Background: an optimization exercise with open tools, aiming at small area, a short achievable clock period and few clock cycles. Do not read the settings as production practice. Where RTL was checked, it was by simulation tests only, not by an equivalence proof against the original. Power is estimated from default activity; no workload was simulated.

==> job 6778 <==
==> flow/design.v (excerpt) <==
module mat_ops_seq
#(
  parameter int unsigned N = 4,
  parameter int unsigned W = 16
) (
  input  logic             clk,
  input  logic             rst,
  input  logic             start,
  input  logic [1:0]       op,
  input  logic [N*N*W-1:0] a,
  input  logic [N*N*W-1:0] b,
  output logic             busy,
  output logic             done,
  output logic [N*N*W-1:0] result,
  output logic             ovf
);
  localparam int unsigned FW = N * N * W;
  function automatic int unsigned off(input int unsigned r, input int unsigned c);
    off = mat_ops_pkg::elem_off(r, c, N, W);
  endfunction
  localparam int unsigned NRUN = 9;
  logic [NRUN-1:0] rc;
  logic            run;
  assign run = rc[0];
  logic [FW-1:0]   as_q;        
  logic [FW-1:0]   bs_q;        
  logic [N*N-1:0]  lost_q;      
  logic [N-1:0][1:0][W:0] p_q;   
  logic [N-1:0][5:0] sel_q;   
  logic [FW-1:0]   res_q;
  logic [N*N-1:0]  big_q;       
  logic is_sub, is_trn, is_mul;
  assign is_sub = (op == 2'd1);
  assign is_trn = (op == 2'd2);
  assign is_mul = (op == 2'd3);
  ...
export LEC_CHECK = 0
export CAP_MARGIN = 20
export CORE_MARGIN = 2
export CORE_UTILIZATION = 40
export PLACE_DENSITY = 0.6
export SETUP_SLACK_MARGIN = 5
export SLEW_MARGIN = 30
create_clock -name core_clock -period 10.0 [get_ports {clk}]
run.sh (not shown) runs the stock make flow with config.mk's settings and CLKGATE_MAP_FILE= SYNTH_SCRIPT=/design/flow/synth_recipe.tcl, a recipe that flattens the netlist after the stock synthesis.
==> job 8608 (differences from job 6778) <==
==> flow/design.v (replaced) <==
package mat_ops_pkg;
  typedef enum logic [1:0] {
    OP_ADD = 2'd0,
    OP_SUB = 2'd1,
    OP_TRN = 2'd2,
    OP_MUL = 2'd3
  } op_t;
  function automatic int unsigned elem_off(input int unsigned r, input int unsigned c,
                                           input int unsigned n, input int unsigned w);
    elem_off = (n * n - 1 - (r * n + c)) * w;
  endfunction
endpackage
module mat_mac
#(
  parameter int unsigned W = 16
) (
  input  logic           run,
  input  logic [W-1:0]   acc,
  input  logic [4*W-1:0] x,
  input  logic [W:0]     p01,
  input  logic [W:0]     p23,
  input  logic [7:0]     d,       
  input  logic [W-1:0]   p,
  input  logic [W-1:0]   q,
  input  logic           cin,
  output logic [W+3:0]   total
);
  localparam int unsigned TW = W + 4;
  function automatic logic [W:0] pick(input logic sa, input logic sb, input logic [W-1:0] xa,
                                      input logic [W-1:0] xb, input logic [W:0] pab);
    pick = ({(W+1){sa & ~sb}} & {1'b0, xa}) | ({(W+1){sb & ~sa}} & {1'b0, xb}) |
           ({(W+1){sa & sb}} & pab);
  endfunction
  logic [W:0] u0, v0, u1, v1;
  assign u0 = pick(d[0], d[2], x[0 +: W], x[W +: W], p01);
  assign u1 = pick(d[1], d[3], x[0 +: W], x[W +: W], p01);
  assign v0 = pick(d[4], d[6], x[2*W +: W], x[3*W +: W], p23);
  assign v1 = pick(d[5], d[7], x[2*W +: W], x[3*W +: W], p23);
  logic [TW-1:0] o0, o1, o2, o3, o4;
  assign o0 = TW'(acc);
  assign o1 = TW'(u0);
  assign o2 = TW'(v0);
  assign o3 = TW'(u1) << 1;
  assign o4 = TW'(v1) << 1;
  logic [TW-1:0] s1, c1, s2, c2, s3, c3;
  assign s1 = o1 ^ o2 ^ o3;
  assign c1 = ((o1 & o2) | (o1 & o3) | (o2 & o3)) << 1;
  assign s2 = s1 ^ c1 ^ o4;
  assign c2 = ((s1 & c1) | (s1 & o4) | (c1 & o4)) << 1;
  assign s3 = s2 ^ c2 ^ o0;
  assign c3 = ((s2 & c2) | (s2 & o0) | (c2 & o0)) << 1;
  logic [TW:0] fa, fb, fs;
  assign fa = run ? {s3, 1'b1} : {TW'(p), 1'b1};
  assign fb = run ? {c3, 1'b0} : {TW'(q), cin};
  assign fs = fa + fb;
  assign total = fs[TW:1];
endmodule
module mat_ops_seq
#(
  parameter int unsigned N = 4,
  parameter int unsigned W = 16
) (
  input  logic             clk,
  input  logic             rst,
  input  logic             start,
  input  logic [1:0]       op,
  input  logic [N*N*W-1:0] a,
  input  logic [N*N*W-1:0] b,
  output logic             busy,
  output logic             done,
  output logic [N*N*W-1:0] result,
  output logic             ovf
);
  localparam int unsigned FW = N * N * W;
  function automatic int unsigned off(input int unsigned r, input int unsigned c);
    off = mat_ops_pkg::elem_off(r, c, N, W);
  endfunction
  logic            run;         
  logic [FW-1:0]   as_q;        
  logic [FW-1:0]   bs_q;        
  logic [N*N-1:0]  lost_q;      
  logic [N-1:0][1:0][W:0] p_q;   
  logic [FW-1:0]   res_q;
  logic            ovf_q;
  logic is_sub, is_trn, is_mul;
  assign is_sub = (op == 2'd1);
  assign is_trn = (op == 2'd2);
  assign is_mul = (op == 2'd3);
  logic [N-1:0][N-1:0][W+3:0] total;
  logic [N*N-1:0] big;        
  logic [N*N-1:0] carry;      
  for (genvar r = 0; r < N; r++) begin : g_r
    logic [4*W-1:0] x;
    for (genvar k = 0; k < N; k++) begin : g_k
      assign x[k*W +: W] = as_q[off(r, k) +: W];
    end
    for (genvar c = 0; c < N; c++) begin : g_c
      logic [7:0]   d;
      logic         lost_hit;
      logic [W-1:0] q;
      always_comb begin
        lost_hit = 1'b0;
        for (int unsigned k = 0; k < N; k++) begin
          d[2*k +: 2] = bs_q[off(k, c) +: 2];
          lost_hit = lost_hit | (lost_q[r*N + k] & (|bs_q[off(k, c) +: 2]));
        end
      end
      if (c % 2 == 0) begin : g_pair
        assign q = is_mul ? a[off(r, c + 1) +: W] : (b[off(r, c) +: W] ^ {W{is_sub}});
      end else begin : g_nopair
        assign q = b[off(r, c) +: W] ^ {W{is_sub}};
      end
      mat_mac #(.W(W)) u_mac (
        .run   (run),
        .acc   (res_q[off(r, c) +: W]),
        .x     (x),
        .p01   (p_q[r][0]),
        .p23   (p_q[r][1]),
        .d     (d),
        .p     (a[off(r, c) +: W]),
        .q     (q),
        .cin   (is_sub),
        .total (total[r][c])
      );
      assign big[r*N + c]   = (|total[r][c][W+3:W]) | lost_hit;
      assign carry[r*N + c] = total[r][c][W];
    end
  end
  logic last;
  always_comb begin
    last = 1'b1;
    for (int unsigned i = 0; i < N * N; i++) begin
      if (|bs_q[i*W + 2 +: W - 2]) last = 1'b0;
    end
  end
  always_ff @(posedge clk) begin
    for (int unsigned r = 0; r < N; r++) begin
      for (int unsigned c = 0; c < N; c++) begin
        if (run) begin
          res_q[off(r, c) +: W] <= total[r][c][W-1:0];
        end else if (is_trn) begin
          res_q[off(r, c) +: W] <= a[off(c, r) +: W];
        end else if (is_mul) begin
          res_q[off(r, c) +: W] <= '0;
        end else begin
          res_q[off(r, c) +: W] <= total[r][c][W-1:0];
        end
      end
    end
    if (run) begin
      ovf_q <= ovf_q | (|big);
    end else begin
      ovf_q <= (op == 2'd0) ? (|carry) : is_sub ? ~(&carry) : 1'b0;
    end
    for (int unsigned r = 0; r < N; r++) begin
      if (run) begin
        p_q[r][0] <= p_q[r][0] << 2;
        p_q[r][1] <= p_q[r][1] << 2;
      end else begin
        p_q[r][0] <= total[r][0][W:0];
        p_q[r][1] <= total[r][2][W:0];
      end
    end
    for (int unsigned i = 0; i < N * N; i++) begin
      if (run) begin
        as_q[i*W +: W] <= as_q[i*W +: W] << 2;
        bs_q[i*W +: W] <= bs_q[i*W +: W] >> 2;
        lost_q[N*N-1-i] <= lost_q[N*N-1-i] | (|as_q[i*W + W - 2 +: 2]);
      end else begin
        as_q[i*W +: W] <= a[i*W +: W];
        bs_q[i*W +: W] <= b[i*W +: W];
        lost_q[N*N-1-i] <= 1'b0;
      end
    end
  end
  always_ff @(posedge clk) begin
    if (rst) begin
      run  <= 1'b0;
      done <= 1'b0;
    end else if (run) begin
      run  <= !last;
      done <= last;
    end else begin
      run  <= start && is_mul;
      done <= start && !is_mul;
    end
  end
  assign busy   = run;
  assign result = res_q;
  assign ovf    = ovf_q;
endmodule
SLEW_MARGIN = 20   (was 30)
==> job 1788 (differences from job 6778) <==
==> flow/flow/run.sh (new file) <==
#!/bin/bash
# Standard ORFS layout (the standard.sh, standard synthesis), with two changes to how
# the layout is optimised; the SDC, clock period and everything measured are unchanged:
#  - every port still gets its own buffer, but a buf_2 instead of the default delay cell
#  - timing repair aims for extra setup slack, to push the achieved period down
set -euo pipefail
bash standard.sh SETUP_SLACK_MARGIN=5.3 "BUFFER_PORTS_ARGS=-buffer_cell sky130_fd_sc_hd__buf_2" \
  finish > make_finish.log 2>&1
==> flow/standard.sh (new file) <==
#!/bin/bash
# synth_recipe.tcl (not shown) runs the flow's synth.tcl, then flattens the netlist and writes it again
# the make line also repeats each setting of config.mk as NAME=value (left out here)
make -C /OpenROAD-flow-scripts/flow DESIGN_CONFIG=/design/flow/config.mk WORK_HOME=/design/flow/orfs CLKGATE_MAP_FILE= SYNTH_SCRIPT=/design/flow/synth_recipe.tcl "${@:-finish}"
CORE_UTILIZATION = 45   (was 40)
SETUP_SLACK_MARGIN = unset   (was 5)
removed: flow/run.sh
==> comparison table <==
item                                                                   job 6778      job 1788      job 8608
WP data required                                                      10,660 ps     10,620 ps     10,760 ps
Number of storage elements in the synthesis netlist                         971           971           923
Syn Nets                                                                  8,388         8,388        12,680
Area fraction in compound gates after synthesis                          0.2435        0.2435        0.1934
Number of tapcells                                                        2,086         1,890         3,132
RD Place Congestion                                                       1.011         1.025         1.069
Fraction of final layout cells with drive strength greater than 1        0.1144        0.2207        0.2812
Number of global-route vias before repair                                61,670        61,660        98,980
Maximum number of pins on one net before global-route repair                213           201           192
Share of cell area taken by multi-input logic gates                      0.5262        0.5502        0.6082
Most common cell after layout, fill and taps aside                      dfxtp_1       dfxtp_1       nand2_1
Count of clock tree sinks                                                   971           971           923
R2r worst-path depth                                                         15            15            19
Slew at the pin closest to its max-slew limit                           1176 ps       1184 ps       1324 ps
First-pass GRT wire length                                           487,400 µm    485,100 µm    857,700 µm
Post-detailed-placement cell area                                    73,840 µm²    70,090 µm²   104,300 µm²
Detailed-placement wirelength estimate                               274,400 µm    267,900 µm    452,200 µm
Drt first pass iters                                                         14            15             9
Post-synthesis cell count                                                 7,343         7,343        11,010
Yosys top cell area share                                                0.3028        0.3028        0.1969
Count of nets after finishing                                             8,919         8,959        13,470
Power Density                                                      221.3 nW/µm²  228.1 nW/µm²  259.1 nW/µm²
Status                                                 timing/DRC/antenna clean  timing/DRC/antenna clean  timing/DRC/antenna clean
Launching instance or port of the critical path                       sel_q[10]      sel_q[7]      bs_q[81]
Total die area                                                      163,700 µm²   145,700 µm²   238,500 µm²
Number of multi-input combinational cells                                 5,370         5,369         8,422
CTS resizes                                                                  43            50         1,066
Testbench counts of job 6778, summed over its fixed seeds: cycles 3,952.
Testbench counts of job 1788, summed over its fixed seeds: cycles 3,952.
For job 8608, only the layout was checked, not whether the RTL still works.

[re-timing with driven ports]
The flow's constraints put no driver on any port. The routed layouts listed below were extracted and timed again, unchanged, in two steps.
Step 1: set_driving_cell puts a clkbuf_16 on clk and a buf_2 on each other input, an assumption about the parent block.
Step 2 also shifts input and output timing later by t, the mid clock arrival at the registers, as if the neighbouring blocks saw the same clock.
Slacks: ideal ports / drivers / drivers and shift; pairs: ideal ports / drivers.
run | t, ns | setup WS [ns] | hold slack, ns | worst setup path after step 2 | worst slew at a driven data input, ns
job 6778 | 0.856 | 4.989 / 4.932 / 4.076 | 0.466 / 0.466 / 0.466 | input to register | 0.26
job 8608 | 0.970 | 3.425 / 3.425 / 2.762 | 0.479 / 0.479 / 0.479 | input to register | 0.24
job 1788 | 0.855 | 5.273 / 5.077 / 4.222 | 0.484 / 0.484 / 0.484 | input to register | 0.37
After both steps setup and hold are still met in every run listed. The setup slack of job 1788, which loses most, moves by -0.196 ns with the drivers and by -1.051 ns with both steps.
